Context: an optimization exercise on an open-source flow, tuned for small area. The choices shown serve that exercise and are no tape-out recipe. Function was checked by simulation only, so behaviour that the tests miss may differ from the original. Power is estimated from default activity; no workload was simulated.

==> build 38: inputs <==
## sobol_sequence_generator_top
module sobol_sequence_generator_top #(
  parameter int NUM_DIMS = 8
) (
  input  logic                                 clk,
  input  logic                                 rst_n,
  input  logic                                 in_valid,
  output logic                                 in_stall,
  input  logic                                 in_restart,
  output logic                                 out_valid,
  input  logic                                 out_stall,
  output logic [31:0]                          out_point_index,
  output logic                                 out_last_point,
  output logic [31:0]                          out_coord_0,
  output logic [31:0]                          out_coord_1,
  output logic [31:0]                          out_coord_2,
  output logic [31:0]                          out_coord_3,
  output logic [31:0]                          out_coord_4,
  output logic [31:0]                          out_coord_5,
  output logic [31:0]                          out_coord_6,
  output logic [31:0]                          out_coord_7,
  input  logic                                 psel,
  input  logic                                 penable,
  input  logic                                 pwrite,
  input  logic [sobol_gen_pkg::CFG_ADDR_W-1:0] paddr,
  input  logic [sobol_gen_pkg::CFG_DATA_W-1:0] pwdata,
  output logic [sobol_gen_pkg::CFG_DATA_W-1:0] prdata,
  output logic                                 pready
);
export LEC_CHECK = 0
export CAP_MARGIN = 20
export CORE_MARGIN = 2
export CORE_UTILIZATION = 40
export PLACE_DENSITY = 0.6
export SLEW_MARGIN = 20
create_clock -name core_clock -period 7.0 [get_ports {clk}]
run.sh (not shown) runs the stock make flow with config.mk's settings and CLKGATE_MAP_FILE= SYNTH_SCRIPT=/design/flow/synth_recipe.tcl, a recipe that flattens the netlist after the stock synthesis.
==> trial 40 (differences from build 38) <==
==> flow/flow/run.sh (new file) <==
#!/bin/bash
# The standard layout (standard.sh: ORFS with the standard flow's config), except that
# the port buffers buffer_ports inserts are the smallest buffer, buf_1,
# instead of the tool's default pick. Every port still gets its buffer.
set -euo pipefail
bash standard.sh 'BUFFER_PORTS_ARGS=-buffer_cell sky130_fd_sc_hd__buf_1' finish > orfs_make.log 2>&1
==> flow/standard.sh (new file) <==
#!/bin/bash
# synth_recipe.tcl (not shown) runs the flow's synth.tcl, then flattens the netlist and writes it again
# the make line also repeats each setting of config.mk as NAME=value (left out here)
make -C /OpenROAD-flow-scripts/flow DESIGN_CONFIG=/design/flow/config.mk WORK_HOME=/design/flow/orfs CLKGATE_MAP_FILE= SYNTH_SCRIPT=/design/flow/synth_recipe.tcl "${@:-finish}"
CTS_BUF_LIST = sky130_fd_sc_hd__clkbuf_8   (was unset)
removed: flow/run.sh
==> qor summary <==
metric                                                                      build 38                   trial 40
Vias after detailed routing                                                    12900                      12800
Violation count after the first detailed-route iteration                         946                        835
Half-perimeter wire length after detailed placement                          43.6 mm                    42.9 mm
Worst path buffer plus inverter count                                              1                          2
Comb power                                                                   4.98 mW                    3.91 mW
Average wire per standard cell                                               23.6 um                    23.3 um
Root buffer cell                                          sky130_fd_sc_hd__clkbuf_16  sky130_fd_sc_hd__clkbuf_8
Worst Clk Skew                                                               6.59 ps                    17.2 ps
Run status                                                  timing/DRC/antenna clean   timing/DRC/antenna clean
Net load switching power                                                     2.67 mW                    2.60 mW
Highest metal layer used by the detailed router                                 met4                       met5
Cell Area, Placed                                                         17100 um^2                 14800 um^2
Total global routing track utilization                                         32.9%                      32.2%
Static leakage power                                                         6.67 nW                    5.61 nW
M1 WL                                                                        23.8 mm                    23.1 mm
Area of the multi-input gates                                             10600 um^2                 10600 um^2

==> run a: inputs <==
Another version of the RTL of sobol_sequence_generator_top (not shown whole).
clock: 7.0 ns
lec_check: 0
cap_margin: 20
core_margin: 2
core_utilization: 65
cts_buf_list: sky130_fd_sc_hd__clkbuf_8
place_density: 0.8
slew_margin: 20
standard.sh (not shown) runs the stock make flow with config.mk's settings and CLKGATE_MAP_FILE= SYNTH_SCRIPT=/design/flow/synth_recipe.tcl, a recipe that flattens the netlist after the stock synthesis.
==> flow/flow/run.sh <==
#!/bin/bash
# The standard layout (standard.sh: ORFS with the standard flow's config), with these changes:
# - the port buffers buffer_ports inserts are the smallest buffer, buf_1,
#   instead of the tool's default pick; every port still gets its buffer;
# - after synthesis, flow/downsize.tcl swaps each upsized combinational cell
#   for its family's smallest size (same function); the flow's own repair
#   steps then resize or buffer what slew, capacitance and timing need;
# - during placement (flow/smallbuf.tcl) repair buffers only with buf_1/buf_2
#   (or clkbuf_1/clkbuf_2), not larger buffers or delay cells;
# - clock tree synthesis without dummy loads.
# Registers are untouched: the netlist keeps the standard synthesis's flops.
set -euo pipefail
bash standard.sh 'BUFFER_PORTS_ARGS=-buffer_cell sky130_fd_sc_hd__buf_1' \
  "POST_SYNTH_TCL=$(pwd)/flow/downsize.tcl" \
  "PRE_GLOBAL_PLACE_TCL=$(pwd)/flow/smallbuf.tcl" \
  "PRE_RESIZE_TCL=$(pwd)/flow/smallbuf.tcl" \
  'CTS_ARGS=-sink_clustering_enable -repair_clock_nets -buf_list sky130_fd_sc_hd__clkbuf_8 -sink_buffer_max_cap_derate 1.0 -dont_use_dummy_load' \
  finish > orfs_make.log 2>&1
Other scripts of this flow, unchanged in this note and not shown: flow/flow/downsize.tcl, flow/flow/smallbuf.tcl
==> inputs of run b, as changes to run a <==
--- a/flow/flow/run.sh
+++ b/flow/flow/run.sh
@@ -14,5 +14,5 @@
   "POST_SYNTH_TCL=$(pwd)/flow/downsize.tcl" \
   "PRE_GLOBAL_PLACE_TCL=$(pwd)/flow/smallbuf.tcl" \
   "PRE_RESIZE_TCL=$(pwd)/flow/smallbuf.tcl" \
-  'CTS_ARGS=-sink_clustering_enable -repair_clock_nets -buf_list sky130_fd_sc_hd__clkbuf_8 -sink_buffer_max_cap_derate 1.0 -dont_use_dummy_load' \
+  'CTS_ARGS=-sink_clustering_enable -repair_clock_nets -buf_list sky130_fd_sc_hd__clkbuf_8 -dont_use_dummy_load' \
   finish > orfs_make.log 2>&1
Settings changed: CORE_UTILIZATION 65 to 70, PLACE_DENSITY 0.8 to 0.85.
==> flow_summary.toml <==
[outcome]
status = "timing/DRC/antenna clean"

[setup_path]
crit_end = "out_coord_6[31]"
crit_slowest_cell = "xor2_1"
crit_path_frequent_cell = "xnor2_1"

[drt]
vias_per_cell = 6.02
wl_met3_um = 4490

[global_routing]
grt_pass1_vias = 10600

[sta]
skew_ns = 0.0137
whs_ns = 0.524

[final_layout]
final-clk-cell-share = 0.00975
final_core_util = 0.766
mostFrequentLayoutCells = "buf_1, xnor2_1, nor2_1"
nNetsFinal = 1849

[pwr]
p_seq_mw = 0.499
peakVddDrop_mv = 0.397
switchingPower_mw = 2.52

[floorplanning]
die_h_um = 134
Source of the figures above: run a

==> flow_summary.toml <==
[final_layout]
final-clk-cell-share = 0.00975
final_core_util = 0.830
mostFrequentLayoutCells = "buf_1, xnor2_1, nor2_1"

[outcome]
status = "timing/DRC/antenna clean"

[drt]
wl_met3_um = 5170
vias_per_cell = 6.28

[setup_path]
crit_path_frequent_cell = "xor2_1"
crit_end = "out_coord_4[15]"

[pwr]
switchingPower_mw = 2.56

[floorplanning]
die_h_um = 130
Source of the figures above: run b

[port drivers added, routing unchanged]
In the flow no input, the clock included, has a driving cell. The finished layouts below were timed again as built, in two steps.
Step 1 assumes that a clkbuf_16 drives the clock port and a buf_2 every other input.
Step 2, shift: input delay + t, output delay - t, t = (earliest + latest rising clock arrival at the registers) / 2. This alone moves slack from input paths to output paths.
a / b / c = no drivers / after step 1 / after step 2; a / b = the first two.
run	t, ns	setup WS [ns]	slew at the worst register clock pin (ns)
build 38	0.377	1.182 / 1.142 / 1.519	0.07 / 0.07
trial 40	0.387	1.347 / 1.313 / 1.699	0.09 / 0.09
run a	0.380	1.233 / 1.197 / 1.576	0.08 / 0.08
run b	0.390	1.226 / 1.190 / 1.580	0.08 / 0.08
After both steps setup and hold are still met in every run listed.
